Source: an optimization exercise on an open RTL-to-GDS flow (aim: small area, a short achievable clock period and few clock cycles per item). Production flows keep margins and buffers that such runs may drop. At most, simulation tests tie the RTL to the original design; equivalence was not proved. The RTL of runs 1 to 3, 6 and 7 was laid out without a check of its function. Power and IR drop assume default switching activity.

[config.mk]
export PLATFORM = sky130hd
export DESIGN_NAME = playfair_digraph_cipher_top
export DESIGN_NICKNAME = playfair_digraph_cipher_top
export VERILOG_FILES = /design/flow/design.v
export SDC_FILE = /design/flow/constraint.sdc
export NUM_CORES = 4
export LEC_CHECK = 0
export CAP_MARGIN = 20
export CORE_MARGIN = 2
export CORE_UTILIZATION = 25
export PLACE_DENSITY = 0.45
export SLEW_MARGIN = 20
[constraint.sdc]
create_clock -name core_clock -period 7.0 [get_ports {clk}]
set_input_delay 1.4000 -clock core_clock [delete_from_list [all_inputs] [get_ports {clk}]]
set_output_delay 1.4000 -clock core_clock [all_outputs]
set_load 0.01 [all_outputs]
[design.v]
module playfair_digraph_cipher_top (
  input  logic         clk,
  input  logic         rst_n,
  input  logic         cfg_we,
  input  logic [2:0]   cfg_index,
  input  logic [24:0]  cfg_data,
  input  logic         in_valid,
  output logic         in_ready,
  input  logic [4:0]   in_letter,
  input  logic         in_final,
  output logic         out_valid,
  input  logic         out_ready,
  output logic [4:0]   out_letter,
  output logic         out_letter_valid,
  output logic         out_eom,
  output logic         out_odd_error
);
  function automatic logic [4:0] fold_j(input logic [4:0] v);
    fold_j = (v == 5'd9) ? 5'd8 : v;
  endfunction
  function automatic logic [2:0] step_idx(input logic [2:0] i, input logic back);
    logic [2:0] res;
    if (back) begin
      res = (i == 3'd0) ? 3'd4 : i - 3'd1;
    end else begin
      res = (i == 3'd4) ? 3'd0 : i + 3'd1;
    end
    step_idx = res;
  endfunction
  logic         dec_r;
  logic [4:0]   fill_r;      
  logic [124:0] sq_r;        
  always_ff @(posedge clk) begin
    if (!rst_n || (cfg_we && cfg_index == 3'd0)) begin
      dec_r <= cfg_data[0] & rst_n;
    end
    for (int r = 0; r < 5; r++) begin
      if (!rst_n || (cfg_we && cfg_index == 3'(r + 1))) begin
        sq_r[r*25 +: 25] <= cfg_data & {25{rst_n}};
      end
    end
    if (!rst_n || (cfg_we && cfg_index == 3'd6)) begin
      fill_r <= rst_n ? fold_j(cfg_data[4:0]) : 5'd23;
    end
  end
  logic [1:0] fx_r;
  always_ff @(posedge clk) begin
    if (!rst_n) begin
      fx_r <= 2'd0;
    end else if (cfg_we) begin
      fx_r <= 2'd1;
    end else if (fx_r != 2'd0) begin
      fx_r <= fx_r + 2'd1;
    end
  end
  logic       a_v_r, s_v_r;
  logic [4:0] a_let_r, s_let_r;
  logic       a_fin_r, s_fin_r;
  logic       accept;
  logic       cons;          
  logic [4:0] in_fold;
  assign in_ready = !s_v_r && (fx_r == 2'd0);
  assign accept   = in_valid && in_ready;
  assign in_fold  = fold_j(in_letter);
  logic [24:0] hit;
  logic [4:0]  rowhit;
  logic [2:0]  colidx [5];
  logic [2:0]  loc_r, loc_c;
  always_comb begin
    for (int i = 0; i < 25; i++) begin
      hit[i] = (sq_r[i*5 +: 5] == a_let_r);
    end
    for (int r = 0; r < 5; r++) begin
      rowhit[r] = |hit[r*5 +: 5];
      colidx[r] = 3'd0;
      for (int c = 4; c >= 0; c--) begin
        if (hit[r*5 + c]) colidx[r] = 3'(c);
      end
    end
    loc_r = 3'd0;
    for (int r = 4; r >= 0; r--) begin
      if (rowhit[r]) loc_r = 3'(r);
    end
    loc_c = colidx[0];
    for (int r = 4; r >= 0; r--) begin
      if (rowhit[r]) loc_c = colidx[r];
    end
  end
  logic       pend_v_r;
  logic [4:0] pend_let_r;
  logic [5:0] pend_pos_r;
  logic [5:0] fill_pos_r;
  logic       j_v_r;
  logic [5:0] j_p1_r, j_p2_r;
  logic       j_dec_r, j_mark_r, j_last_r, j_twice_r;
  logic       j_done;
  logic       need_job;
  logic       same;
  logic [5:0] nj_p1, nj_p2;
  logic       nj_mark, nj_twice;
  logic       pend_v_nxt;
  assign same     = (pend_let_r == a_let_r);
  assign need_job = a_fin_r || pend_v_r;
  assign cons     = a_v_r && (!need_job || !j_v_r || j_done);
  always_comb begin
    nj_p1      = pend_pos_r;
    nj_p2      = {loc_r, loc_c};
    nj_mark    = 1'b0;
    nj_twice   = 1'b0;
    pend_v_nxt = 1'b0;
    if (!pend_v_r) begin
      nj_p1 = {loc_r, loc_c};
      nj_p2 = fill_pos_r;
      if (!a_fin_r) pend_v_nxt = 1'b1;
      nj_mark = dec_r;
    end else if (!dec_r && same) begin
      nj_p2      = fill_pos_r;
      nj_twice   = a_fin_r;
      pend_v_nxt = !a_fin_r;
    end
  end
  always_ff @(posedge clk) begin
    if (!rst_n) begin
      a_v_r    <= 1'b0;
      s_v_r    <= 1'b0;
      pend_v_r <= 1'b0;
      fill_pos_r <= 6'd0;
    end else begin
      if (!a_v_r || cons) begin
        a_v_r <= s_v_r || accept;
        s_v_r <= 1'b0;
      end else if (accept) begin
        s_v_r <= 1'b1;
      end
      if (cons) begin
        pend_v_r <= pend_v_nxt;
      end
      if (fx_r == 2'd2) begin
        fill_pos_r <= {loc_r, loc_c};
      end
    end
  end
  always_ff @(posedge clk) begin
    if (fx_r == 2'd1) begin
      a_let_r <= fill_r;
    end else if (fx_r == 2'd2) begin
      a_let_r <= pend_let_r;
    end else if (!a_v_r || cons) begin
      a_let_r <= s_v_r ? s_let_r : in_fold;
      a_fin_r <= s_v_r ? s_fin_r : in_final;
    end
    if (a_v_r && !cons && accept) begin
      s_let_r <= in_fold;
      s_fin_r <= in_final;
    end
    if (cons && !pend_v_r) begin
      pend_let_r <= a_let_r;
    end
    if ((cons && !pend_v_r) || fx_r == 2'd3) begin
      pend_pos_r <= {loc_r, loc_c};
    end
  end
  logic       adv;           
  logic [1:0] s_r;           
  logic       yp_v_r;        
  logic [4:0] yp_let_r;
  logic       yp_lv_r, yp_eom_r;
  logic       yk_r;          
  logic       o_v_r;
  logic [7:0] o_r;           
  assign adv    = !o_v_r || out_ready;
  assign j_done = j_v_r && adv && s_r[0] && (!j_twice_r || s_r[1]);
  logic       eqr, eqc, back;
  logic [2:0] r1, c1, r2, c2;
  logic [2:0] rd_r, rd_c;
  logic [24:0] row_sel;
  logic [4:0] rd_let;
  logic       keep;
  logic       eff_last;
  assign {r1, c1} = j_p1_r;
  assign {r2, c2} = j_p2_r;
  assign eqr      = (r1 == r2);
  assign eqc      = (c1 == c2);
  assign back     = j_dec_r;
  assign eff_last = j_last_r && (!j_twice_r || s_r[1]);
  always_comb begin
    if (!s_r[0]) begin
      rd_r = (!eqr && eqc) ? step_idx(r2, back) : r2;
      rd_c = eqr ? step_idx(c2, back) : (eqc ? c2 : c1);
    end else begin
      rd_r = (!eqr && eqc) ? step_idx(r1, back) : r1;
      rd_c = eqr ? step_idx(c1, back) : (eqc ? c1 : c2);
    end
    case (rd_r)
      3'd0:    row_sel = sq_r[24:0];
      3'd1:    row_sel = sq_r[49:25];
      3'd2:    row_sel = sq_r[74:50];
      3'd3:    row_sel = sq_r[99:75];
      default: row_sel = sq_r[124:100];
    endcase
    case (rd_c)
      3'd0:    rd_let = row_sel[4:0];
      3'd1:    rd_let = row_sel[9:5];
      3'd2:    rd_let = row_sel[14:10];
      3'd3:    rd_let = row_sel[19:15];
      default: rd_let = row_sel[24:20];
    endcase
  end
  assign keep = (rd_let != fill_r);
  always_ff @(posedge clk) begin
    if (!rst_n) begin
      j_v_r  <= 1'b0;
      s_r    <= 2'd0;
      yp_v_r <= 1'b0;
      o_v_r  <= 1'b0;
    end else begin
      if (cons && need_job) begin
        j_v_r <= 1'b1;
      end else if (j_done) begin
        j_v_r <= 1'b0;
      end
      if (adv) begin
        if (j_v_r) begin
          s_r <= j_done ? 2'd0 : s_r + 2'd1;
        end
        if (!j_v_r || !s_r[0]) begin
          o_v_r  <= yp_v_r;
          yp_v_r <= 1'b0;
        end else if (j_mark_r) begin
          o_v_r  <= 1'b1;
          yp_v_r <= 1'b0;
        end else begin
          o_v_r  <= !j_dec_r || keep;
          yp_v_r <= !j_dec_r || yk_r || (eff_last && !keep);
        end
      end
    end
  end
  always_ff @(posedge clk) begin
    if (cons && need_job) begin
      j_p1_r    <= nj_p1;
      j_p2_r    <= nj_p2;
      j_dec_r   <= dec_r;
      j_mark_r  <= nj_mark;
      j_last_r  <= a_fin_r;
      j_twice_r <= nj_twice;
    end
    if (adv) begin
      if (!j_v_r || !s_r[0]) begin
        o_r <= {yp_let_r, yp_lv_r, yp_eom_r, 1'b0};
        if (j_v_r) begin
          yp_let_r <= rd_let;
          yk_r     <= keep;
        end
      end else if (j_mark_r) begin
        o_r <= 8'b00000_0_1_1;
      end else begin
        o_r <= {rd_let, 1'b1, eff_last && j_dec_r && !yk_r, 1'b0};
        if (!j_dec_r || yk_r) begin
          yp_lv_r  <= 1'b1;
          yp_eom_r <= eff_last;
        end else begin
          yp_let_r <= 5'd0;
          yp_lv_r  <= 1'b0;
          yp_eom_r <= 1'b1;
        end
      end
    end
  end
  assign out_valid        = o_v_r;
  assign out_letter       = o_r[7:3];
  assign out_letter_valid = o_r[2];
  assign out_eom          = o_r[1];
  assign out_odd_error    = o_r[0];
endmodule
[run.sh]
#!/bin/bash
# synth_recipe.tcl (not shown) runs the flow's synth.tcl, then flattens the netlist and writes it again
# the make line also repeats each setting of config.mk as NAME=value (left out here)
make -C /OpenROAD-flow-scripts/flow DESIGN_CONFIG=/design/flow/config.mk WORK_HOME=/design/flow/orfs CLKGATE_MAP_FILE= SYNTH_SCRIPT=/design/flow/synth_recipe.tcl finish
==> impl_metrics.csv, run 1 <==
group,metric,value,unit
critical_path,critPathArrivalTime,5190,ps
min_path,hold_start,"s_r[1]",
critical_path,crit_fanout,23,
grt,grt_max_degree,54,
clock_tree,cts_hold_buf,0,
finish,antenna_cells,0,
place,io_buffers,48,
clock_tree,cts_tree,"yes",
grt,overflow,0,
yosys,yosysSeqAreaShare,0.530,
floorplan,core-area,0.0441,sq mm
critical_path,worstReg2RegEnd,"yk_r",
floorplan,dieArea,0.0463,sq mm
route,num_vias,7427,
sta,rsz0062_at_grt,"no",
clock_tree,cts_resized,0,
floorplan,row_count,77,
grt,track_usage,0.142,
critical_path,path_common_cell,"nand2_1",
critical_path,path_buf_inv,0,
yosys,synth.avg_cell_area,11.8,sq um
sta,min_period,4910,ps
critical_path,slowest_stage,"dfxtp_1",
yosys,synth_top_family_by_area,"simple AND/OR/NAND/NOR gates",
pwr,p_per_area,267,mW/mm^2
sta,fin_skew,17.8,ps
sta,worst_pin_slew,1070,ps
finish,layout-drive-gt1-share,0.105,
grt,grt_pass1_vias,7878,
yosys,synthMuxAreaShare,0.0809,
min_path,min_to,"s_r[1]",
clock_tree,clock-root-buffer,"clkbuf_16",
clock_tree,htree_levels,1,
critical_path,max_stage_delay,950,ps
grt,grt_pass1_wl,49.9,mm
critical_path,cp.required,7280,ps
place,globalplace.congestion,0.843,
clock_tree,clock_sinks,202,
clock_tree,post-cts-setup-buffers,0,
route,wl,32.8,mm
yosys,synth_area_leaders,"edfxtp_1 50%, xnor2_1 5.8%, xor2_1 5.4%",
min_path,whs_path_depth,2,
floorplan,dieHeight,215,um
critical_path,worstPathCellList,"mux4_2, nand3_1, nand2_1, mux2_1, a222oi_1, a21oi_1, nor4_4, xor2_1, o211a_1, nand2_1",
sta,final_hold_viol_count,0,
sta,setup_viol,0,
job,max_cap_viol_count,0,
critical_path,reg2reg_slack,2090,ps
yosys,ys.flop_type,"edfxtp_1",
route,drc,0,
yosys,synthAdderAreaFrac,0.0180,
yosys,synth_cell_types,79,
critical_path,rr_startpoint,"s_r[0]",
yosys,ys_ff_latch,202,
grt,antenna_found_initial,0,
pwr,ir_worst_vdd,0.152,mV
route,dr.pass1.iters,6,
finish,nFillCells,4570,
clock_tree,path_clk_slew,60,ps
critical_path,crit_type,"reg -> reg",
sta,fin_tns_setup,0,ps
yosys,synth_xor_area_frac,0.114,
pwr,totalPowerFinal,3.45,mW
route,routedWlPerCell,20.7,um
yosys,yosysTopAreaCell,"edfxtp_1",
critical_path,crit_path_start_kind,"flop",
clock_tree,numCtsBuffers,23,
clock_tree,clk_latency,530,ps
critical_path,endpoint_kind,"flop",
sta,slew_headroom,0.282,
yosys,synth_compound_area_frac,0.0952,
sta,fin_crit_sh,0.702,
critical_path,critPathTopFamily,"simple AND/OR/NAND/NOR gates",
yosys,synthArstFlopShare,0,
yosys,yosysWarningCount,2,
yosys,synth_cells,946,
floorplan,ios,49,
route,dr.first_iter.drc_count,503,
finish,nets,1035,
route,ant_nets,0,
floorplan,initial_core_util,0.253,
clock_tree,clockBufferDepth,3,
pwr,leakagePower,4.45,nW
sta,fmax,204,MHz
yosys,synth_area,0.0111,sq mm
yosys,synth_top_area_frac,0.501,
finish,syn2layout_area_growth,16.1,%
outcome,outcome,"no timing/DRC/antenna violations",
min_path,hp-class,"reg -> reg",
sta,drv_slew,0,
yosys,synth_fp_nets,1001,
floorplan,dieWidth,215,um
critical_path,reg2reg_depth,10,
route,vias_per_cell,4.68,
yosys,synth_edf_count,186,
place,dpl.hpwl,23.0,mm
yosys,synth-simple-area-share,0.129,
[through the flow]
step / hold WS (ps) / cell area (sq um) / worst slack [ps] / std cells / utilization
floorplan: 424 / 11100 / 3170 / 946 / -
global placement: 480 / 12200 / 2200 / 1547 / 0.278
detailed placement: 478 / 12200 / 2030 / 1547 / 0.278
CTS: 490 / 12900 / 2030 / 1588 / 0.293
global route: 536 / 12900 / 1750 / 1588 / 0.293
finish: 492 / 12900 / 2090 / 1588 / 0.293
[flip-flops by register name, summed over array words and instances, names as in the netlist, 2 cells and up]
| name | count |
|---|---|
| fill_pos_r | 6 |
| a_let_r | 5 |
| s_let_r | 5 |
| pend_pos_r | 6 |
| j_p1_r | 6 |
| fx_r | 2 |
| s_r | 2 |
| pend_let_r | 5 |
| sq_r | 125 |
| j_p2_r | 6 |
| o_r | 8 |
| yp_let_r | 5 |
| fill_r | 5 |
[area by class of cell]
class / count / area (sq um) / area share
flip-flops and latches: 202 / 5910 / 0.456
multi-input cells: 662 / 4900 / 0.379
well taps: 592 / 741 / 0.0573
repair buffers: 65 / 603 / 0.0466
clock buffers: 25 / 583 / 0.0451
clock inverters: 16 / 106 / 0.00822
inverters: 26 / 97.6 / 0.00754
[kinds of logic after synthesis]
group,after synthesis
flip-flops,202
buffers and inverters,82
AND/OR/NAND/NOR,275
adder cells (fa/ha/maj),16
multiplexers,78
XOR/XNOR,144
AO/OA/AOI/OAI,149
[worst max path at each step]
| stage | startpoint | end | slack, ps | cells past startpoint |
|---|---|---|---|---|
| final | s_r[0] | yk_r | 2090 | 10 |
| after global routing | s_r[0] | yk_r | 1750 | 10 |
| after CTS | s_r[0] | yk_r | 2030 | 9 |
| after detailed placement | s_r[0] | yk_r | 2030 | 9 |
| after global placement | s_r[0] | yk_r | 2200 | 9 |
| after floorplan | cfg_index[2] | sq_r[75] | 3170 | 2 |
[worst register-to-register path: cells and delay by family (launching register included)]
| family | cells | cell delay (ps) |
|---|---|---|
| compound gates | 3 | 650 |
| flops | 1 | 950 |
| mux | 2 | 1160 |
| simple gates | 4 | 1680 |
| xor+xnor | 1 | 240 |
[cells in the mapped netlist, types with 22 or more instances]
library cell,instances
nor2_1,48
inv_1,25
mux2_2,22
nand3_1,45
o21ai_0,39
xor2_1,69
mux2i_1,47
a21oi_1,24
and2_1,32
edfxtp_1,186
nand2_1,41
clkbuf_1,32
nor3_1,31
xnor2_1,74
[report_power, final]
group | switching (mW) | internal (mW)
sequential | 0.0956 | 1.44
combinational | 0.462 | 0.314
clock | 0.496 | 0.637
[placed cells by master (no fill, tap or decap), types with 16 or more instances in the layout]
cell / n
a21oi_1: 24
and2_1: 32
buf_4: 17
clkbuf_16: 23
clkdlybuf4s50_1: 47
dfxtp_1: 16
edfxtp_1: 186
ha_1: 16
inv_1: 25
mux2_2: 22
mux2i_1: 47
nand2_1: 41
nand2b_1: 16
nand3_1: 45
nand4_1: 16
nor2_1: 48
nor3_1: 31
o21ai_0: 35
xnor2_1: 74
xor2_1: 69
[metal layers]
layer / GRT usage / up-vias / wire length, um
met5: 0 / - / 0
met4: 0.0375 / 0 / 628
met3: 0.0126 / 39 / 1030
met2: 0.244 / 150 / 15900
met1: 0.191 / 3700 / 15200
li1: - / 3538 / -
==> run 2, diff against run 1 <==
--- a/config.mk
+++ b/config.mk
@@ -7,6 +7,7 @@
 export LEC_CHECK = 0
 export CAP_MARGIN = 20
 export CORE_MARGIN = 2
-export CORE_UTILIZATION = 25
-export PLACE_DENSITY = 0.45
+export CORE_UTILIZATION = 50
+export PLACE_DENSITY = 0.7
+export SETUP_SLACK_MARGIN = 3.5
 export SLEW_MARGIN = 20
==> impl_metrics.csv, run 2 <==
group,metric,value,unit
grt,track_usage,0.255,
grt,grt_pass1_wl,46.3,mm
yosys,synth.avg_cell_area,11.8,sq um
yosys,synth.top_cells.by_count,"186 x edfxtp_1, 74 x xnor2_1, 69 x xor2_1",
route,dr.first_iter.drc_count,813,
clock_tree,cts_hold_buf,0,
floorplan,core-area,0.0218,sq mm
sta,fin_tns_setup,0,ps
critical_path,cp.required,7250,ps
yosys,yosysWarningCount,2,
floorplan,initial_core_util,0.511,
route,dr.pass1.iters,5,
finish,nets,1124,
sta,fin_crit_sh,0.523,
critical_path,crit_path_start_kind,"flop",
critical_path,crit_fanout,6,
yosys,synthAdderAreaFrac,0.0180,
yosys,synth_area,0.0111,sq mm
yosys,synth-simple-area-share,0.129,
finish,syn2layout_area_growth,22.9,%
yosys,synth_most_common_cell,"edfxtp_1",
floorplan,row_count,54,
sta,slew_headroom,0.337,
sta,fmax,273,MHz
sta,min_period,3660,ps
clock_tree,clk_latency,510,ps
sta,setup_viol,0,
min_path,hp-class,"reg -> reg",
yosys,synth_top_family_by_area,"simple AND/OR/NAND/NOR gates",
clock_tree,clockBufferDepth,3,
outcome,outcome,"no timing/DRC/antenna violations",
clock_tree,cts_tree,"yes",
clock_tree,clock-root-buffer,"clkbuf_16",
floorplan,dieHeight,153,um
sta,rsz0062_at_grt,"yes",
clock_tree,htree_levels,1,
critical_path,reg2reg_slack,3340,ps
grt,overflow,0,
yosys,synth_compound_area_frac,0.0952,
sta,fin_skew,12.2,ps
finish,top_register,"sq_r",
sta,drv_slew,0,
pwr,leakagePower,4.96,nW
clock_tree,path_clk_slew,60,ps
route,vias_per_cell,6.04,
route,ant_nets,0,
job,max_cap_viol_count,0,
route,num_vias,8244,
sta,final_hold_viol_count,0,
critical_path,crit_type,"reg -> reg",
floorplan,dieArea,0.0235,sq mm
finish,final_cell_mix,"186 x edfxtp_1, 94 x buf_4, 74 x xnor2_1",
critical_path,critPathArrivalTime,3920,ps
yosys,synth_top_area_frac,0.501,
yosys,synth_fp_nets,1001,
critical_path,reg2reg_depth,12,
floorplan,dieWidth,153,um
place,io_buffers,48,
yosys,synth_cells,946,
place,dpl.hpwl,19.7,mm
yosys,ys.flop_type,"edfxtp_1",
floorplan,ios,49,
critical_path,rr_startpoint,"j_dec_r",
grt,grt_pass1_vias,7900,
finish,nFillCells,1682,
critical_path,worstReg2RegEnd,"yk_r",
yosys,yosysSeqAreaShare,0.530,
route,routedWlPerCell,23.0,um
finish,fin_util,0.628,
sta,worst_pin_slew,994,ps
grt,antenna_found_initial,0,
critical_path,crit_end,"yk_r",
finish,antenna_cells,0,
yosys,synth_edf_count,186,
route,drc,0,
critical_path,crit_start,"j_dec_r",
finish,top_regs,"sq_r (125), o_r (8)",
clock_tree,numCtsBuffers,21,
pwr,p_per_area,261,mW/mm^2
place,globalplace.congestion,0.920,
finish,largest_reg_flops,125,
yosys,synth_cell_types,79,
yosys,ys_ff_latch,202,
pwr,ir_worst_vdd,0.212,mV
yosys,synth_xor_area_frac,0.114,
yosys,synthMuxAreaShare,0.0809,
critical_path,endpoint_kind,"flop",
finish,layout-drive-gt1-share,0.220,
yosys,synth_area_leaders,"edfxtp_1 50%, xnor2_1 5.8%, xor2_1 5.4%",
yosys,yosysTopAreaCell,"edfxtp_1",
yosys,synthArstFlopShare,0,
route,wl,31.4,mm
clock_tree,clock_sinks,202,
finish,final_common_cell,"edfxtp_1",
grt,grt_max_degree,54,
[run 2: logic make-up after synthesis]
group                    after synthesis
buffers and inverters                 82
AND/OR/NAND/NOR                      275
flip-flops                           202
AO/OA/AOI/OAI                        149
multiplexers                          78
XOR/XNOR                             144
adder cells (fa/ha/maj)               16
[run 2: how the worst min path moves through the flow]
| stage | start | endpoint | slack (ps) | cells past startpoint |
|---|---|---|---|---|
| after floorplan | a_let_r[0] | pend_let_r[0] | 420 | 0 |
| after global placement | a_let_r[4] | pend_let_r[4] | 430 | 0 |
| after detailed placement | a_let_r[4] | pend_let_r[4] | 440 | 0 |
| after CTS | a_let_r[4] | pend_let_r[4] | 450 | 0 |
| after global routing | a_let_r[4] | pend_let_r[4] | 460 | 0 |
| final | a_let_r[4] | pend_let_r[4] | 460 | 0 |
[run 2: routing by layer]
metal	track usage	wire (um)
met1	0.356	13200
met2	0.410	14400
met3	0.0445	2750
met4	0.0798	1080
met5	0	0
[run 2: layout make-up]
type | count | area (sq um) | share of cell area
sequential | 202 | 5910 | 0.431
multi-input combinational | 667 | 5350 | 0.391
timing repair buffer | 151 | 1320 | 0.0961
clock buffer | 31 | 583 | 0.0425
tap | 280 | 350 | 0.0256
inverter | 26 | 103 | 0.00749
clock inverter | 7 | 91.3 | 0.00666
[run 2: repair_timing]
action | in CTS | in global routing
pin swaps | 16 | 23
hold endpoints to repair | 0 | 0
buffers inserted | 55 | 35
resized for setup | 46 | 34
endpoints found under the setup margin | 27 | 27
cloned | 4 | 1
[run 2: stage by stage]
step           std cells  hold WS [ps]  cell area (sq um)  total power, mW  setup WS, ps
3_5_place_dp        1231           442              11800             2.29          2400
5_1_grt             1364           464              13700             3.70          3200
2_1_floorplan        946           424              11200             2.08          3170
6_report            1364           458              13700             3.58          3340
3_3_place_gp        1231           432              11800             2.29          2520
4_1_cts             1328           452              13300             3.49          3430
[run 2: power breakdown]
| part | switching [mW] | leakage, nW | total, mW | internal, mW |
|---|---|---|---|---|
| combinational | 0.523 | 2.70 | 0.942 | 0.419 |
| sequential | 0.0829 | 1.94 | 1.53 | 1.44 |
| clock | 0.456 | 0.327 | 1.11 | 0.653 |
| total | 1.06 | 4.96 | 3.58 | 2.52 |
[run 2: critical path: stages, from the launching register on]
cell and delay, ps:
edfxtp_1 530, buf_6 190, or3_1 380, o21ai_2 90, a21oi_2 140, mux4_1 710
buf_4 240, o21ai_0 170, a21oi_1 90, nor4_4 350, xor2_1 270, o211a_1 200
nand2_1 50
==> run 3, diff against run 2 <==
--- a/config.mk
+++ b/config.mk
@@ -5,6 +5,7 @@
 export SDC_FILE = /design/flow/constraint.sdc
 export NUM_CORES = 4
 export LEC_CHECK = 0
+export ABC_AREA = 1
 export CAP_MARGIN = 20
 export CORE_MARGIN = 2
 export CORE_UTILIZATION = 50
==> impl_metrics.csv, run 3 <==
group,metric,value,unit
grt,overflow,0,
sta,drv_slew,0,
sta,fin_tns_setup,0,ps
yosys,synth_cells,1232,
clock_tree,clockBufferDepth,3,
critical_path,slowest_stage,"clkdlybuf4s50_1",
pwr,power.share.sequential,0.423,
floorplan,dieArea,0.0236,sq mm
critical_path,cp.required,5600,ps
finish,antenna_cells,0,
clock_tree,htree_levels,1,
yosys,synth_compound_area_frac,0.0882,
sta,fmax,297,MHz
job,max_cap_viol_count,0,
pwr,clkPwrFrac,0.355,
critical_path,crit_type,"reg -> out",
yosys,synth.top_cells.by_count,"280 x nand2_1, 186 x edfxtp_1, 124 x inv_1",
sta,min_period,3370,ps
place,dpl.hpwl,20.9,mm
critical_path,critPathArrivalTime,1970,ps
floorplan,dieWidth,154,um
place,dp.cells,1521,
clock_tree,clk_latency,510,ps
route,dr.pass1.iters,7,
critical_path,crit_fanout,5,
grt,grt_pass1_wl,47.6,mm
yosys,synth_area,0.0112,sq mm
finish,final_common_cell,"nand2_1",
finish,syn2layout_area_growth,17.8,%
yosys,synth_edf_count,186,
place,place_area,0.0119,sq mm
min_path,hp-class,"reg -> reg",
grt,track_usage,0.256,
finish,instances_no_fill,1593,
route,dr.first_iter.drc_count,1247,
critical_path,worstPathCellList,"inv_1, ha_1, inv_1, nor2_1, clkdlybuf4s50_1",
critical_path,crit_path_start_kind,"flop",
yosys,yosysSeqAreaShare,0.528,
pwr,p_int,2.52,mW
clock_tree,cts_tree,"yes",
clock_tree,clock-root-buffer,"clkbuf_16",
sta,fin_skew,11.2,ps
route,ant_nets,0,
route,drc,0,
finish,top_regs,"sq_r (125), o_r (8)",
grt,antenna_found_initial,0,
place,globalplace.congestion,0.929,
yosys,synth_top_family_by_area,"simple AND/OR/NAND/NOR gates",
route,num_vias,9122,
yosys,synth_most_common_cell,"nand2_1",
pwr,p_sw,1.09,mW
yosys,ys_ff_latch,202,
finish,final_cell_mix,"277 x nand2_1, 186 x edfxtp_1, 118 x inv_1",
floorplan,initial_core_util,0.511,
critical_path,endpoint_kind,"output port",
outcome,outcome,"no timing/DRC/antenna violations",
route,wl,31.0,mm
route,routedWlPerCell,19.5,um
yosys,synthMuxAreaShare,0,
finish,top_register,"sq_r",
finish,largest_reg_flops,125,
critical_path,max_stage_delay,560,ps
floorplan,row_count,54,
yosys,yosysWarningCount,2,
yosys,yosysTopAreaCell,"edfxtp_1",
pwr,p_per_area,274,mW/mm^2
finish,fin_area,0.0132,sq mm
yosys,synth_area_leaders,"edfxtp_1 50%, nand2_1 9.4%, nand3_1 4.8%",
pwr,ir_worst_vdd,0.227,mV
finish,layout-drive-gt1-share,0.115,
clock_tree,clock_sinks,202,
yosys,ys.flop_type,"edfxtp_1",
route,vias_per_cell,5.73,
floorplan,ios,49,
sta,fin_crit_sh,0.481,
floorplan,dieHeight,154,um
yosys,synthAdderAreaFrac,0.0179,
yosys,synth-simple-area-share,0.216,
critical_path,reg2reg_depth,16,
sta,rsz0062_at_grt,"yes",
clock_tree,numCtsBuffers,22,
clock_tree,path_clk_slew,60,ps
yosys,synthArstFlopShare,0,
floorplan,core-area,0.0219,sq mm
yosys,synth_top_area_frac,0.499,
pwr,p_comb_frac,0.222,
sta,slew_headroom,0.428,
sta,final_hold_viol_count,0,
grt,grt_pass1_vias,8599,
grt,grt_max_degree,49,
yosys,synth_xor_area_frac,0.0800,
place,io_buffers,48,
sta,worst_pin_slew,852,ps
critical_path,path_common_cell,"inv_1",
yosys,synth_cell_types,48,
finish,nets,1352,
yosys,synth.avg_cell_area,9.08,sq um
pwr,leakagePower,5.39,nW
sta,setup_viol,0,
pwr,p_sw_frac,0.302,
min_path,whs_path_depth,2,
clock_tree,cts_hold_buf,0,
yosys,synth_fp_nets,1287,
pwr,totalPowerFinal,3.61,mW
## run 3: changes by cell type after synthesis, moves of 32 or more
cell and change:
mux2i_1 -47, and2_1 -32, nand3_1 +62, nand2_1 +239, inv_1 +99, nor2_1 +44
## run 3: cell type report
type / instances / area, sq um
flip-flops and latches: 202 / 5910
repair inverters: 2 / 13.8
clock buffers: 25 / 583
multi-input cells: 844 / 4730
well taps: 280 / 350
clock inverters: 15 / 215
inverters: 137 / 546
repair buffers: 88 / 833
fillers: 1882 / 8710
## run 3: final timing paths
path	from	end	slack [ps]
max	fx_r[0]	in_ready	3630
min reg2reg	yp_v_r	yp_v_r	490
max reg2reg	a_let_r[1]	j_p2_r[0]	3650
min	yp_v_r	yp_v_r	490
## run 3: what timing repair did
action / in CTS / in global routing
endpoints found under the hold margin: 0 / 0
buffers inserted: 9 / 17
resized for setup: 14 / 43
setup endpoints to repair: 14 / 7
pin swaps: 4 / 9
gates cloned: 2 / 4
## run 3: critical path, delay by kind of cell (launching register included)
family / cells / cell delay [ps]
buffers and inverters: 3 / 750
AND/OR/NAND/NOR: 1 / 130
adder cells (fa/ha/maj): 1 / 240
flip-flops: 1 / 350
## run 3: kinds of logic (layout without fill, tap and decap cells)
logic type	count (synthesis)	count (layout)
buffers and inverters	189	267
XOR/XNOR	100	100
flip-flops	202	202
adder cells (fa/ha/maj)	16	16
AND/OR/NAND/NOR	552	555
AO/OA/AOI/OAI	173	173
## run 3: per-layer routing
layer	GRT usage	share of wire	wire length (um)	vias up
met1	0.350	0.40	12500	4219
met2	0.412	0.46	14100	507
met3	0.0569	0.11	3310	102
met5	0	0	0	-
met4	0.0782	0.036	1120	0
li1	-	-	-	4294
## run 3: power by group through the flow
stage | registers [mW] | clock network, mW | logic, mW
6_report | 1.52 | 1.28 | 0.800
3_3_place_gp | 1.55 | 0 | 0.691
4_1_cts | 1.52 | 1.29 | 0.724
3_5_place_dp | 1.55 | 0 | 0.701
5_1_grt | 1.53 | 1.34 | 0.874
2_1_floorplan | 1.52 | 0 | 0.515
## run 3: per-stage QoR
| step | setup slack [ps] | utilization | hold slack [ps] |
|---|---|---|---|
| floorplan | 3210 | - | 421 |
| global placement | 2820 | 0.542 | 466 |
| detailed placement | 2710 | 0.542 | 468 |
| CTS | 3500 | 0.585 | 477 |
| global route | 3430 | 0.602 | 503 |
| finish | 3630 | 0.602 | 486 |
==> run 4, diff against run 3 <==
--- a/design.v
+++ b/design.v
@@ -162,6 +162,8 @@
   end
   logic       adv;           
   logic [1:0] s_r;           
+  logic       r_v_r, r_x_r, r_dec_r, r_mark_r, r_last_r;
+  logic [2:0] r_row_r, r_col_r;
   logic       yp_v_r;        
   logic [4:0] yp_let_r;
   logic       yp_lv_r, yp_eom_r;
@@ -176,13 +178,11 @@
   logic [24:0] row_sel;
   logic [4:0] rd_let;
   logic       keep;
-  logic       eff_last;
   assign {r1, c1} = j_p1_r;
   assign {r2, c2} = j_p2_r;
   assign eqr      = (r1 == r2);
   assign eqc      = (c1 == c2);
   assign back     = j_dec_r;
-  assign eff_last = j_last_r && (!j_twice_r || s_r[1]);
   always_comb begin
     if (!s_r[0]) begin
       rd_r = (!eqr && eqc) ? step_idx(r2, back) : r2;
@@ -191,14 +191,16 @@
       rd_r = (!eqr && eqc) ? step_idx(r1, back) : r1;
       rd_c = eqr ? step_idx(c1, back) : (eqc ? c1 : c2);
     end
-    case (rd_r)
+  end
+  always_comb begin
+    case (r_row_r)
       3'd0:    row_sel = sq_r[24:0];
       3'd1:    row_sel = sq_r[49:25];
       3'd2:    row_sel = sq_r[74:50];
       3'd3:    row_sel = sq_r[99:75];
       default: row_sel = sq_r[124:100];
     endcase
-    case (rd_c)
+    case (r_col_r)
       3'd0:    rd_let = row_sel[4:0];
       3'd1:    rd_let = row_sel[9:5];
       3'd2:    rd_let = row_sel[14:10];
@@ -211,6 +213,7 @@
     if (!rst_n) begin
       j_v_r  <= 1'b0;
       s_r    <= 2'd0;
+      r_v_r  <= 1'b0;
       yp_v_r <= 1'b0;
       o_v_r  <= 1'b0;
     end else begin
@@ -223,15 +226,16 @@
         if (j_v_r) begin
           s_r <= j_done ? 2'd0 : s_r + 2'd1;
         end
-        if (!j_v_r || !s_r[0]) begin
+        r_v_r <= j_v_r;
+        if (!r_v_r || !r_x_r) begin
           o_v_r  <= yp_v_r;
           yp_v_r <= 1'b0;
-        end else if (j_mark_r) begin
+        end else if (r_mark_r) begin
           o_v_r  <= 1'b1;
           yp_v_r <= 1'b0;
         end else begin
-          o_v_r  <= !j_dec_r || keep;
-          yp_v_r <= !j_dec_r || yk_r || (eff_last && !keep);
+          o_v_r  <= !r_dec_r || keep;
+          yp_v_r <= !r_dec_r || yk_r || (r_last_r && !keep);
         end
       end
     end
@@ -246,19 +250,25 @@
       j_twice_r <= nj_twice;
     end
     if (adv) begin
-      if (!j_v_r || !s_r[0]) begin
+      r_x_r    <= s_r[0];
+      r_row_r  <= rd_r;
+      r_col_r  <= rd_c;
+      r_dec_r  <= j_dec_r;
+      r_mark_r <= j_mark_r;
+      r_last_r <= j_last_r && (!j_twice_r || s_r[1]);
+      if (!r_v_r || !r_x_r) begin
         o_r <= {yp_let_r, yp_lv_r, yp_eom_r, 1'b0};
-        if (j_v_r) begin
+        if (r_v_r) begin
           yp_let_r <= rd_let;
           yk_r     <= keep;
         end
-      end else if (j_mark_r) begin
+      end else if (r_mark_r) begin
         o_r <= 8'b00000_0_1_1;
       end else begin
-        o_r <= {rd_let, 1'b1, eff_last && j_dec_r && !yk_r, 1'b0};
-        if (!j_dec_r || yk_r) begin
+        o_r <= {rd_let, 1'b1, r_last_r && r_dec_r && !yk_r, 1'b0};
+        if (!r_dec_r || yk_r) begin
           yp_lv_r  <= 1'b1;
-          yp_eom_r <= eff_last;
+          yp_eom_r <= r_last_r;
         end else begin
           yp_let_r <= 5'd0;
           yp_lv_r  <= 1'b0;
--- a/config.mk
+++ b/config.mk
@@ -5,10 +5,9 @@
 export SDC_FILE = /design/flow/constraint.sdc
 export NUM_CORES = 4
 export LEC_CHECK = 0
-export ABC_AREA = 1
 export CAP_MARGIN = 20
 export CORE_MARGIN = 2
 export CORE_UTILIZATION = 50
 export PLACE_DENSITY = 0.7
-export SETUP_SLACK_MARGIN = 3.5
+export SETUP_SLACK_MARGIN = 4.3
 export SLEW_MARGIN = 20
==> impl_metrics.csv, run 4 <==
group,metric,value,unit
sta,slew_headroom,0.483,
critical_path,rr_startpoint,"r_col_r[0]",
critical_path,endpoint_kind,"flop",
sta,min_period,3040,ps
clock_tree,clk_latency,520,ps
finish,largest_reg_flops,125,
yosys,synth_edf_count,196,
grt,antenna_found_initial,0,
clock_tree,clock_sinks,213,
floorplan,dieHeight,154,um
clock_tree,cts_hold_buf,0,
route,ant_nets,0,
route,num_vias,7994,
outcome,outcome,"no timing/DRC/antenna violations",
finish,fin_area,0.0144,sq mm
grt,grt_pass1_vias,7728,
yosys,synth_most_common_cell,"edfxtp_1",
yosys,ys_ff_latch,213,
place,dp.cells,1178,
yosys,ys.flop_type,"edfxtp_1",
sta,final_hold_viol_count,0,
yosys,synth.avg_cell_area,12.8,sq um
finish,top_register,"sq_r",
floorplan,core-area,0.0220,sq mm
grt,overflow,0,
sta,fin_tns_setup,0,ps
critical_path,crit_start,"r_col_r[0]",
floorplan,initial_core_util,0.513,
finish,top_regs,"sq_r (125), o_r (8)",
yosys,synth_cell_types,79,
yosys,synth_top_area_frac,0.521,
critical_path,path_buf_inv,0,
pwr,p_per_area,278,mW/mm^2
sta,worst_pin_slew,776,ps
critical_path,critPathTopFamily,"simple AND/OR/NAND/NOR gates",
route,dr.pass1.iters,7,
yosys,synth_fp_nets,945,
place,globalplace.congestion,0.884,
place,place_area,0.0120,sq mm
floorplan,dieArea,0.0238,sq mm
clock_tree,cts_tree,"yes",
place,dpl.hpwl,18.3,mm
critical_path,crit_path_start_kind,"flop",
route,dr.first_iter.drc_count,950,
floorplan,ios,49,
sta,fin_crit_sh,0.434,
finish,instances_no_fill,1307,
pwr,ir_worst_vdd,0.240,mV
critical_path,crit_type,"reg -> reg",
critical_path,worstPathCellList,"nor3b_2, o21ai_0, o211ai_1, o41ai_4, xor2_1, nand4_1, nand2b_4, o221a_1",
sta,fmax,329,MHz
critical_path,crit_fanout,15,
route,wl_met2,14.7,mm
route,routed.top_layer,"met4",
clock_tree,clockBufferDepth,3,
grt,grt_max_degree,49,
job,max_cap_viol_count,0,
pwr,leakagePower,5.31,nW
finish,antenna_cells,0,
critical_path,slowest_stage,"edfxtp_1",
yosys,yosysSeqAreaShare,0.551,
clock_tree,htree_levels,1,
yosys,synth_area,0.0113,sq mm
grt,grt_pass1_wl,45.1,mm
clock_tree,clock-root-buffer,"clkbuf_16",
yosys,synthArstFlopShare,0,
yosys,yosysTopAreaCell,"edfxtp_1",
floorplan,row_count,54,
critical_path,max_stage_delay,820,ps
clock_tree,numCtsBuffers,24,
finish,final_common_cell,"edfxtp_1",
finish,final_cell_mix,"196 x edfxtp_1, 70 x xnor2_1, 66 x xor2_1",
place,io_buffers,48,
yosys,yosysWarningCount,2,
critical_path,critPathArrivalTime,3450,ps
min_path,hp-class,"reg -> reg",
sta,setup_viol,0,
yosys,synth.top_cells.by_count,"196 x edfxtp_1, 74 x xor2_1, 71 x xnor2_1",
route,drc,0,
finish,layout-drive-gt1-share,0.263,
sta,rsz0062_at_grt,"yes",
route,wl_met1,12.0,mm
route,routedWlPerCell,23.6,um
yosys,synth_cells,886,
floorplan,dieWidth,154,um
min_path,hold_start,"j_mark_r",
critical_path,cp.required,7410,ps
finish,nets,1068,
sta,drv_slew,0,
route,routed-wl-met3,2.68,mm
clock_tree,path_clk_slew,60,ps
route,vias_per_cell,6.12,
sta,fin_skew,13.5,ps
yosys,synth_area_leaders,"edfxtp_1 52%, xor2_1 5.7%, xnor2_1 5.5%",
route,wl,30.8,mm
finish,syn2layout_area_growth,27.8,%
grt,track_usage,0.249,
[run 4: final cells by class]
class,count,area [sq um]
Clock buffer,31,668
Clock inverter,13,178
Fill cell,1561,7580
Inverter,28,113
Multi-Input combinational cell,603,5340
Sequential cell,213,6230
Tap cell,280,350
Timing Repair Buffer,138,1560
Timing Repair inverter,1,6.26
[run 4: per-stage QoR]
| step | power, mW | setup slack [ps] | hold slack [ps] | utilization |
|---|---|---|---|---|
| after floorplan | 2.16 | 4260 | 400 | - |
| after global placement | 2.34 | 3440 | 447 | 0.545 |
| after detailed placement | 2.35 | 3410 | 452 | 0.545 |
| after CTS | 3.85 | 4140 | 466 | 0.627 |
| after global routing | 4.12 | 3900 | 469 | 0.656 |
| final | 4.01 | 3960 | 466 | 0.656 |
[run 4: cell families (layout without fill, tap and decap cells)]
| logic type | count (synthesis) | count (layout) | synth area share |
|---|---|---|---|
| and+or+nand+nor | 254 | 254 | 0.117 |
| adders and majority gates | 20 | 20 | 0.0222 |
| buffers and inverters | 74 | 211 | 0.0382 |
| AOI/OAI and AO/OA | 117 | 121 | 0.0724 |
| muxes | 63 | 63 | 0.0863 |
| DFF | 213 | 213 | 0.551 |
| xor gates and xnor gates | 145 | 145 | 0.112 |
[run 4: where the power goes]
part / internal (mW) / leakage, nW / switching (mW)
clock: 0.824 / 0.409 / 0.510
sequential: 1.52 / 2.05 / 0.0915
combinational: 0.497 / 2.85 / 0.566
total: 2.84 / 5.31 / 1.17
[run 4: worst paths after layout]
path	depth (start not counted)	slack, ps	endpoint
worst max-delay path	8	3960	o_v_r
worst min-delay path	0	470	r_mark_r
worst max register to register	8	3960	o_v_r
worst min register to register	0	470	r_mark_r
[run 4: per-layer routing]
metal / global-route usage / up-vias
met2: 0.415 / 429
met1: 0.326 / 3940
met5: 0 / -
met3: 0.0530 / 116
li1: - / 3509
met4: 0.0869 / 0
[run 4: what timing repair did]
item / in CTS / in global routing
pin swaps: 20 / 47
resized for setup: 84 / 69
buffers inserted: 45 / 28
endpoints found under the hold margin: 0 / 0
endpoints found under the setup margin: 186 / 98
cloned: 10 / 2
Testbench counts of run 4, summed over its fixed seeds: cycles 13,875, letters 12,800.
==> run 5, diff against run 4 <==
--- a/config.mk
+++ b/config.mk
@@ -5,6 +5,7 @@
 export SDC_FILE = /design/flow/constraint.sdc
 export NUM_CORES = 4
 export LEC_CHECK = 0
+export ABC_AREA = 1
 export CAP_MARGIN = 20
 export CORE_MARGIN = 2
 export CORE_UTILIZATION = 50
==> impl_metrics.csv, run 5 <==
group,metric,value,unit
outcome,outcome,"no timing/DRC/antenna violations",
yosys,synth_area,0.0114,sq mm
yosys,synth.avg_cell_area,9.50,sq um
floorplan,dieHeight,155,um
critical_path,path_common_cell,"inv_4",
job,max_cap_viol_count,0,
route,wl,30.2,mm
finish,largest_reg_flops,125,
critical_path,critPathTopFamily,"flip-flops",
critical_path,rr_startpoint,"a_let_r[2]",
clock_tree,htree_levels,1,
finish,nFillCells,1865,
floorplan,initial_core_util,0.507,
yosys,synth_cell_types,51,
finish,fin_area,0.0132,sq mm
sta,fin_tns_setup,0,ps
place,dpl.hpwl,21.1,mm
sta,fin_skew,15.0,ps
yosys,synth_xor_area_frac,0.0827,
place,pre_cts_ws,3310,ps
sta,rsz0062_at_grt,"yes",
route,routedWlPerCell,19.3,um
yosys,synth_area_leaders,"edfxtp_1 51%, nand2_1 8.7%, xnor2_1 4.1%",
yosys,yosysTopAreaCell,"edfxtp_1",
critical_path,worstPathCellList,"inv_4, ha_4, inv_4, nor2_4, buf_6",
critical_path,crit_type,"reg -> out",
clock_tree,numCtsBuffers,22,
finish,nets,1326,
clock_tree,path_clk_slew,60,ps
finish,final_cell_mix,"263 x nand2_1, 196 x edfxtp_1, 113 x inv_1",
sta,setup_slack,4240,ps
floorplan,dieWidth,155,um
finish,layout-drive-gt1-share,0.106,
sta,fmax,363,MHz
yosys,synth_most_common_cell,"nand2_1",
grt,grt_pass1_wl,46.4,mm
yosys,yosysWarningCount,2,
clock_tree,cts_hold_buf,0,
critical_path,reg2reg_depth,12,
finish,antenna_cells,0,
critical_path,cp.required,5600,ps
critical_path,worstReg2RegEnd,"j_p1_r[0]",
critical_path,path_buf_inv,3,
pwr,p_per_area,269,mW/mm^2
critical_path,crit_start,"fx_r[0]",
yosys,synth_edf_count,196,
critical_path,endpoint_kind,"output port",
grt,track_usage,0.251,
route,num_vias,8707,
floorplan,row_count,55,
clock_tree,clockBufferDepth,3,
critical_path,reg2reg_slack,4320,ps
yosys,synth_fp_nets,1262,
yosys,synthArstFlopShare,0,
yosys,synth-simple-area-share,0.199,
critical_path,max_stage_delay,360,ps
critical_path,critPathArrivalTime,1360,ps
yosys,synth.top_cells.by_count,"264 x nand2_1, 196 x edfxtp_1, 120 x inv_1",
place,globalplace.congestion,0.998,
floorplan,core-area,0.0226,sq mm
grt,overflow,0,
floorplan,ios,49,
route,vias_per_cell,5.56,
pwr,ir_worst_vdd,0.207,mV
place,place_area,0.0121,sq mm
route,drc,0,
route,ant_nets,0,
clock_tree,clock-root-buffer,"clkbuf_16",
yosys,synth_top_family_by_area,"simple AND/OR/NAND/NOR gates",
sta,worst_pin_slew,621,ps
critical_path,slowest_stage,"dfxtp_4",
yosys,synthMuxAreaShare,0,
route,dr.first_iter.drc_count,974,
finish,fin_util,0.587,
yosys,ys_ff_latch,213,
sta,drv_slew,0,
yosys,synthAdderAreaFrac,0.0219,
finish,top_register,"sq_r",
clock_tree,cts_tree,"yes",
grt,grt_pass1_vias,8235,
yosys,synth_compound_area_frac,0.0800,
grt,grt_max_degree,45,
route,dr.pass1.iters,6,
critical_path,crit_end,"in_ready",
finish,top_regs,"sq_r (125), o_r (8)",
min_path,hp-class,"reg -> reg",
pwr,totalPowerFinal,3.57,mW
yosys,synth_top_area_frac,0.515,
finish,final_common_cell,"nand2_1",
yosys,ys.flop_type,"edfxtp_1",
place,io_buffers,48,
finish,syn2layout_area_growth,15.8,%
grt,antenna_found_initial,0,
critical_path,crit_path_start_kind,"flop",
clock_tree,clk_latency,520,ps
sta,fin_crit_sh,0.394,
sta,setup_viol,0,
min_path,whs_path_depth,0,
sta,min_period,2760,ps
yosys,synth_cells,1203,
sta,slew_headroom,0.586,
critical_path,cp.depth,5,
floorplan,dieArea,0.0241,sq mm
pwr,leakagePower,5.41,nW
yosys,yosysSeqAreaShare,0.545,
sta,final_hold_viol_count,0,
clock_tree,clock_sinks,213,
critical_path,crit_fanout,4,
==> run 5: cell types whose count changed in the layout (fill, tap and decap cells not counted), sizes merged, moves of 14 or more <==
| cell | delta |
|---|---|
| o21ai | +37 |
| mux4 | -25 |
| buf | -48 |
| xor2 | -20 |
| a21oi | +31 |
| nand2b | -14 |
| nand3 | +36 |
| nand2 | +206 |
| nand4 | +27 |
| and2 | -28 |
| xnor2 | -17 |
| nor2 | +80 |
| inv | +97 |
| mux2i | -28 |
==> run 5: where the power goes <==
group	leakage, nW	total [mW]	switching, mW	internal, mW
Sequential	2.06	1.61	0.0859	1.52
Combinational	3.02	0.817	0.523	0.294
Clock	0.338	1.14	0.463	0.677
==> run 5: kinds of logic after synthesis <==
logic type,Yosys count
buffers and inverters,178
adder cells (fa/ha/maj),20
AO/OA/AOI/OAI,160
AND/OR/NAND/NOR,524
flip-flops,213
XOR/XNOR,108
==> run 5: layout make-up <==
type | count | area [sq um] | area share
Clock buffer | 32 | 609 | 0.0460
Clock inverter | 7 | 86.3 | 0.00652
Inverter | 129 | 518 | 0.0391
Multi-Input combinational cell | 813 | 4540 | 0.343
Sequential cell | 213 | 6230 | 0.471
Tap cell | 285 | 357 | 0.0269
Timing Repair Buffer | 88 | 897 | 0.0678
==> run 5: through the flow <==
| stage | cells | hold slack, ps |
|---|---|---|
| 5_1_grt | 1567 | 458 |
| 6_report | 1567 | 439 |
| 3_3_place_gp | 1499 | 431 |
| 3_5_place_dp | 1499 | 443 |
| 2_1_floorplan | 1203 | 400 |
| 4_1_cts | 1549 | 451 |
==> run 5: worst min-delay path by stage <==
stage,from,slack [ps],to
6_report,j_mark_r,440,r_mark_r
5_1_grt,j_mark_r,460,r_mark_r
4_1_cts,j_mark_r,450,r_mark_r
3_5_place_dp,j_mark_r,440,r_mark_r
3_3_place_gp,j_mark_r,430,r_mark_r
2_1_floorplan,j_mark_r,400,r_mark_r
==> run 5: worst reg2reg max path: stages, from the launching register on <==
cell and delay (ps):
edfxtp_1 370, clkbuf_8 260, inv_2 260, o21ai_0 100
or2_2 310, nor4_2 240, inv_1 140, nand2_1 150
nor2_1 50, a21oi_1 250, nand2_1 140, nand2_1 70
nand2_1 70
==> run 5: metal layers <==
metal,share of wire,up-vias,global-route usage
li1,-,4166,-
met1,0.42,4079,0.343
met2,0.47,385,0.408
met3,0.079,77,0.0373
met4,0.034,0,0.0961
met5,0,-,0
==> run 5: what timing repair did <==
action | CTS | global route
hold endpoints to repair | 0 | 0
cloned | 3 | 0
setup endpoints to repair | 79 | 64
pin swaps | 6 | 10
buffers inserted | 8 | 18
resized for setup | 30 | 42
==> run 6, diff against run 5 <==
--- a/design.v
+++ b/design.v
@@ -59,7 +59,9 @@
   logic       accept;
   logic       cons;          
   logic [4:0] in_fold;
-  assign in_ready = !s_v_r && (fx_r == 2'd0);
+  logic       in_ready_r;
+  logic       s_v_nxt;
+  assign in_ready = in_ready_r;
   assign accept   = in_valid && in_ready;
   assign in_fold  = fold_j(in_letter);
   logic [24:0] hit;
@@ -102,6 +104,7 @@
   assign same     = (pend_let_r == a_let_r);
   assign need_job = a_fin_r || pend_v_r;
   assign cons     = a_v_r && (!need_job || !j_v_r || j_done);
+  assign s_v_nxt = (!a_v_r || cons) ? 1'b0 : (s_v_r || accept);
   always_comb begin
     nj_p1      = pend_pos_r;
     nj_p2      = {loc_r, loc_c};
@@ -123,15 +126,15 @@
     if (!rst_n) begin
       a_v_r    <= 1'b0;
       s_v_r    <= 1'b0;
+      in_ready_r <= 1'b1;
       pend_v_r <= 1'b0;
       fill_pos_r <= 6'd0;
     end else begin
       if (!a_v_r || cons) begin
         a_v_r <= s_v_r || accept;
-        s_v_r <= 1'b0;
-      end else if (accept) begin
-        s_v_r <= 1'b1;
-      end
+      end
+      s_v_r      <= s_v_nxt;
+      in_ready_r <= !s_v_nxt && !cfg_we && (fx_r == 2'd0 || fx_r == 2'd3);
       if (cons) begin
         pend_v_r <= pend_v_nxt;
       end
==> impl_metrics.csv, run 6 <==
group,metric,value,unit
yosys,synth.avg_cell_area,9.47,sq um
floorplan,dieWidth,156,um
finish,fin_area,0.0136,sq mm
clock_tree,htree_levels,1,
yosys,synth_cells,1217,
grt,grt_pass1_wl,48.2,mm
critical_path,endpoint_kind,"flop",
sta,setup_viol,0,
critical_path,cp.required,7270,ps
clock_tree,cts_tree,"yes",
min_path,whs_path_depth,0,
critical_path,crit_type,"in -> reg",
finish,nFillCells,1829,
finish,antenna_cells,0,
yosys,synth_edf_count,196,
finish,largest_reg_flops,125,
clock_tree,numCtsBuffers,23,
finish,top_register,"sq_r",
finish,instances_no_fill,1594,
sta,rsz0062_at_grt,"yes",
sta,fin_skew,18.5,ps
yosys,synth_area_leaders,"edfxtp_1 51%, nand2_1 8.6%, xnor2_1 4.4%",
place,dp.cells,1514,
critical_path,max_stage_delay,300,ps
yosys,yosysTopAreaCell,"edfxtp_1",
critical_path,crit_end,"pend_pos_r[5]",
floorplan,initial_core_util,0.509,
finish,seqCellArea,0.00625,sq mm
floorplan,core-area,0.0226,sq mm
clock_tree,path_clk_slew,60,ps
clock_tree,clock_sinks,214,
clock_tree,cts_hold_buf,0,
finish,top_regs,"sq_r (125), o_r (8)",
critical_path,rr_startpoint,"r_row_r[0]",
route,ant_nets,0,
floorplan,row_count,55,
route,drc,0,
job,max_cap_viol_count,0,
finish,syn2layout_area_growth,17.6,%
grt,overflow,0,
place,io_buffers,48,
floorplan,dieHeight,156,um
floorplan,ios,49,
clock_tree,clk_latency,530,ps
critical_path,crit_path_start_kind,"input pin",
finish,nets,1352,
place,dpl.hpwl,20.9,mm
sta,drv_slew,0,
yosys,synth_cell_types,52,
yosys,ys.flop_type,"edfxtp_1",
sta,worst_pin_slew,699,ps
clock_tree,clockBufferDepth,3,
critical_path,crit_fanout,6,
yosys,synth_area,0.0115,sq mm
grt,antenna_found_initial,0,
pwr,totalPowerFinal,3.80,mW
route,routedWlPerCell,19.6,um
grt,track_usage,0.256,
yosys,ys_ff_latch,214,
route,dr.first_iter.drc_count,1138,
pwr,leakagePower,5.58,nW
critical_path,reg2reg_slack,4440,ps
outcome,outcome,"no timing/DRC/antenna violations",
route,vias_per_cell,5.68,
critical_path,reg2reg_depth,18,
route,wl,31.2,mm
yosys,synth_top_area_frac,0.511,
critical_path,worstPathCellList,"clkdlybuf4s15_1, nor2_4, nor2_4, inv_2, nor2_2, inv_1, a21oi_2, nor2_2, o21ai_2, nand2_2, buf_6, nor2_4, or2_4",
grt,grt_pass1_vias,8675,
critical_path,critPathArrivalTime,2920,ps
min_path,hp-class,"reg -> reg",
critical_path,path_common_cell,"nor2_4",
finish,final_cell_mix,"261 x nand2_1, 196 x edfxtp_1, 126 x inv_1",
finish,multi_input_area,0.00462,sq mm
sta,fin_tns_setup,0,ps
critical_path,worstReg2RegEnd,"o_v_r",
sta,fin_crit_sh,0.379,
pwr,p_per_area,280,mW/mm^2
yosys,yosysWarningCount,2,
yosys,synth.top_cells.by_count,"264 x nand2_1, 196 x edfxtp_1, 134 x inv_1",
yosys,synth_fp_nets,1276,
place,globalplace.congestion,0.912,
critical_path,slowest_stage,"or2_4",
yosys,synthArstFlopShare,0,
place,place_area,0.0122,sq mm
finish,layout-drive-gt1-share,0.123,
sta,slew_headroom,0.529,
grt,grt_max_degree,46,
critical_path,crit_start,"out_ready",
route,num_vias,9050,
finish,final_common_cell,"nand2_1",
pwr,ir_worst_vdd,0.218,mV
floorplan,dieArea,0.0243,sq mm
clock_tree,clock-root-buffer,"clkbuf_16",
sta,min_period,2650,ps
sta,fmax,377,MHz
yosys,yosysSeqAreaShare,0.542,
sta,final_hold_viol_count,0,
yosys,synth_most_common_cell,"nand2_1",
route,dr.pass1.iters,5,
==> run 6: changes by cell type in the layout (fill, tap and decap cells not counted), moves of 5 or more <==
cell	change
clkbuf_1	-6
o21ai_1	-5
buf_4	+11
inv_1	+13
nand3_2	+5
nand3_1	-9
nor3_1	-7
==> run 6: worst min path at each step <==
stage                to  startpoint
6_report       r_mark_r    j_mark_r
5_1_grt        r_mark_r    j_mark_r
4_1_cts        r_mark_r    j_mark_r
3_5_place_dp   r_mark_r    j_mark_r
3_3_place_gp   r_mark_r    j_mark_r
2_1_floorplan  r_mark_r    j_mark_r
==> run 6: final cells by class <==
class,instances,area share
clock buffer,26,0.0433
clock inverter,15,0.0155
inverter,140,0.0413
multi-input combinational,816,0.341
sequential,214,0.461
tap,285,0.0263
timing repair buffer,98,0.0724
==> run 6: cells by family (layout without fill, tap and decap cells) <==
kind of cell / count (synthesis) / in the layout / share of synthesized area
compound gates: 164 / 164 / 0.0828
xor+xnor: 110 / 110 / 0.0836
fa+ha+maj: 20 / 20 / 0.0217
buf+inv: 188 / 279 / 0.0746
flops: 214 / 214 / 0.542
simple gates: 521 / 522 / 0.195
==> run 6: metal layers <==
layer / up-vias / wire, um / GRT usage
met4: 0 / 1080 / 0.0896
li1: 4228 / - / -
met3: 87 / 2630 / 0.0319
met1: 4304 / 13200 / 0.361
met5: - / 0 / 0
met2: 431 / 14300 / 0.412
==> run 6: repair_timing <==
item / CTS / global route
buffers inserted: 21 / 15
pin swaps: 7 / 9
gates resized for setup: 22 / 49
setup endpoints to repair: 106 / 91
cloned: 1 / 2
==> run 6: report_power, final <==
group / switching, mW / internal [mW] / leakage [nW] / total (mW)
registers: 0.0911 / 1.53 / 2.06 / 1.62
clock network: 0.513 / 0.789 / 0.385 / 1.30
logic: 0.554 / 0.319 / 3.14 / 0.873
total: 1.16 / 2.64 / 5.58 / 3.80
==> run 6: critical path: cells and delay by family <==
| family | cells | cell delay (ps) |
|---|---|---|
| and+or+nand+nor | 7 | 910 |
| buffers and inverters | 4 | 450 |
| AOI/OAI and AO/OA | 2 | 160 |
==> run 6: metrics by stage <==
stage | hold WS, ps | utilization | setup WS (ps)
2_1_floorplan | 400 | - | 3880
3_3_place_gp | 417 | 0.539 | 3310
3_5_place_dp | 411 | 0.539 | 3320
4_1_cts | 426 | 0.586 | 4300
5_1_grt | 459 | 0.599 | 4260
6_report | 430 | 0.599 | 4350
==> run 7, diff against run 6 <==
--- a/config.mk
+++ b/config.mk
@@ -9,6 +9,7 @@
 export CAP_MARGIN = 20
 export CORE_MARGIN = 2
 export CORE_UTILIZATION = 50
+export CTS_BUF_LIST = sky130_fd_sc_hd__clkbuf_4 sky130_fd_sc_hd__clkbuf_8
 export PLACE_DENSITY = 0.7
 export SETUP_SLACK_MARGIN = 4.3
 export SLEW_MARGIN = 20
==> impl_metrics.csv, run 7 <==
group,metric,value,unit
floorplan,row_count,55,
yosys,yosysSeqAreaShare,0.542,
sta,slew_headroom,0.535,
clock_tree,cts_hold_buf,0,
place,globalplace.congestion,0.912,
critical_path,rr_startpoint,"a_let_r[4]",
critical_path,crit_type,"in -> reg",
sta,worst_pin_slew,690,ps
min_path,hold_start,"j_mark_r",
clock_tree,cts_tree,"yes",
yosys,synthArstFlopShare,0,
critical_path,endpoint_kind,"flop",
floorplan,dieArea,0.0243,sq mm
route,routedWlPerCell,19.1,um
yosys,ys_ff_latch,214,
yosys,synth.top_cells.by_count,"264 x nand2_1, 196 x edfxtp_1, 134 x inv_1",
sta,rsz0062_at_grt,"yes",
finish,syn2layout_area_growth,16.9,%
pwr,totalPowerFinal,3.67,mW
min_path,whs_path_depth,0,
place,dpl.hpwl,20.9,mm
pwr,p_sw,1.14,mW
yosys,synth_fp_nets,1276,
floorplan,core-area,0.0226,sq mm
finish,final_cell_mix,"262 x nand2_1, 196 x edfxtp_1, 126 x inv_1",
grt,grt_max_degree,46,
pwr,p_sw_frac,0.311,
yosys,synth_edf_count,196,
sta,fmax,377,MHz
yosys,synth_area_leaders,"edfxtp_1 51%, nand2_1 8.6%, xnor2_1 4.4%",
clock_tree,path_clk_slew,60,ps
critical_path,cp.required,7160,ps
place,io_buffers,48,
job,max_cap_viol_count,0,
sta,drv_slew,0,
yosys,ys.flop_type,"edfxtp_1",
clock_tree,clockBufferDepth,3,
route,num_vias,9009,
finish,layout-drive-gt1-share,0.134,
yosys,synth_top_area_frac,0.511,
grt,antenna_found_initial,0,
floorplan,initial_core_util,0.509,
grt,grt_pass1_wl,47.6,mm
yosys,synth_area,0.0115,sq mm
yosys,yosysTopAreaCell,"edfxtp_1",
finish,largest_reg_flops,125,
yosys,synth_cell_types,52,
min_path,min_to,"r_mark_r",
sta,fin_skew,32.0,ps
pwr,p_per_area,273,mW/mm^2
route,vias_per_cell,5.59,
pwr,leakagePower,5.57,nW
clock_tree,clock-root-buffer,"clkbuf_8",
sta,final_hold_viol_count,0,
grt,overflow,0,
clock_tree,clock_sinks,214,
sta,fin_tns_setup,0,ps
clock_tree,htree_levels,2,
sta,min_period,2650,ps
pwr,ir_worst_vdd,0.224,mV
yosys,yosysWarningCount,2,
sta,setup_viol,0,
critical_path,reg2reg_slack,4370,ps
route,wl,30.8,mm
yosys,synth_cells,1217,
floorplan,dieWidth,156,um
pwr,p_int,2.53,mW
critical_path,reg2reg_depth,17,
yosys,synth_most_common_cell,"nand2_1",
yosys,synth.avg_cell_area,9.47,sq um
sta,fin_crit_sh,0.379,
critical_path,crit_fanout,25,
place,place_area,0.0122,sq mm
min_path,hp-class,"reg -> reg",
finish,nets,1357,
critical_path,worstReg2RegEnd,"j_p1_r[1]",
grt,grt_pass1_vias,8707,
grt,track_usage,0.256,
route,ant_nets,0,
floorplan,ios,49,
critical_path,critPathArrivalTime,2810,ps
critical_path,crit_path_start_kind,"input pin",
pwr,p_comb_frac,0.234,
clock_tree,numCtsBuffers,37,
outcome,outcome,"no timing/DRC/antenna violations",
finish,top_register,"sq_r",
pwr,clkPwrFrac,0.324,
route,dr.pass1.iters,6,
finish,top_regs,"sq_r (125), o_r (8)",
floorplan,dieHeight,156,um
route,dr.first_iter.drc_count,924,
route,drc,0,
clock_tree,clk_latency,540,ps
finish,fin_area,0.0135,sq mm
pwr,power.share.sequential,0.441,
finish,final_common_cell,"nand2_1",
finish,antenna_cells,0,
==> run 7: cell counts after synthesis <==
No cell type changed its count.
==> run 7: cell type report <==
type                    count  area [sq um]
inverters                 140           556
clock buffers              55           669
multi-input cells         816          4610
fillers                  1851          9170
clock inverters            13           111
well taps                 285           357
flip-flops and latches    214          6250
repair buffers             89           921
==> run 7: per-layer routing <==
metal	routed length, um	up-vias	track usage
met5	0	-	0
met1	13000	4258	0.350
li1	-	4251	-
met3	2780	76	0.0533
met4	991	0	0.0987
met2	14000	424	0.404
==> run 7: repair_timing <==
action / in CTS / in global routing
pin swaps: 7 / 7
gates resized for setup: 24 / 46
gates cloned: 1 / 1
buffers inserted: 18 / 10
endpoints found under the setup margin: 111 / 86
hold endpoints to repair: 0 / 0
==> run 7: power groups by stage <==
stage	registers (mW)	logic, mW	clock network (mW)
2_1_floorplan	1.61	0.567	0
3_3_place_gp	1.65	0.731	0
3_5_place_dp	1.65	0.747	0
4_1_cts	1.62	0.799	1.20
5_1_grt	1.63	0.937	1.27
6_report	1.62	0.861	1.19
==> run 7: stage by stage <==
step / utilization / setup WS [ps] / hold slack (ps) / std cells
2_1_floorplan: - / 3880 / 400 / 1217
3_3_place_gp: 0.539 / 3310 / 417 / 1514
3_5_place_dp: 0.539 / 3320 / 411 / 1514
4_1_cts: 0.584 / 4320 / 424 / 1601
5_1_grt: 0.595 / 4240 / 456 / 1612
6_report: 0.595 / 4350 / 428 / 1612
==> run 7: kinds of logic (layout without fill, tap and decap cells) <==
| group | count (synthesis) | count (layout) | synth area share |
|---|---|---|---|
| xor+xnor | 110 | 110 | 0.0836 |
| simple gates | 521 | 522 | 0.195 |
| fa+ha+maj | 20 | 20 | 0.0217 |
| buf+inv | 188 | 297 | 0.0746 |
| compound gates | 164 | 164 | 0.0828 |
| flops | 214 | 214 | 0.542 |
==> run 7: worst max path at each step <==
| stage | slack (ps) | to | from | depth (start not counted) |
|---|---|---|---|---|
| global route | 4240 | o_v_r | r_row_r[0] | 17 |
| CTS | 4320 | yp_let_r[4] | out_ready | 5 |
| floorplan | 3880 | sq_r[100] | cfg_index[1] | 3 |
| detailed placement | 3320 | j_dec_r | out_ready | 11 |
| finish | 4350 | sq_r[25] | cfg_we | 4 |
| global placement | 3310 | j_p2_r[2] | out_ready | 11 |
==> run 7: worst max-delay path, cell delays in order <==
cell             delay, ps
clkdlybuf4s50_1        560
nand2_1                230
o21ai_2                200
buf_4                  400

## port drivers added, routing unchanged
In the flow no input, the clock included, has a driving cell. The finished layouts below were timed again as built, in two steps.
Step 1 (the two cells are an assumption about what drives the block):
set clk [get_ports {clk}]
set_driving_cell -lib_cell sky130_fd_sc_hd__clkbuf_16 $clk
set_driving_cell -lib_cell sky130_fd_sc_hd__buf_2 [delete_from_list [all_inputs] $clk]
Step 2 also shifts input and output timing later by t, the mid clock arrival at the registers, as if the neighbouring blocks saw the same clock.
Three values: ideal, step 1, step 2; two values: the first two.
| run | shift t [ns] | slack for setup (ns) | worst setup path at the end |
|---|---|---|---|
| run 1 | 0.573 | 2.087 / 2.087 / 2.087 | register to register |
| run 2 | 0.545 | 3.337 / 3.337 / 3.085 | input to register |
| run 3 | 0.553 | 3.633 / 3.586 / 3.347 | input to register |
| run 4 | 0.562 | 3.961 / 3.961 / 3.568 | input to register |
| run 5 | 0.554 | 4.243 / 4.197 / 3.819 | input to register |
| run 6 | 0.564 | 4.349 / 4.371 / 3.807 | input to register |
| run 7 | 0.562 | 4.350 / 4.370 / 3.808 | input to register |
After both steps every run listed still meets setup and hold.
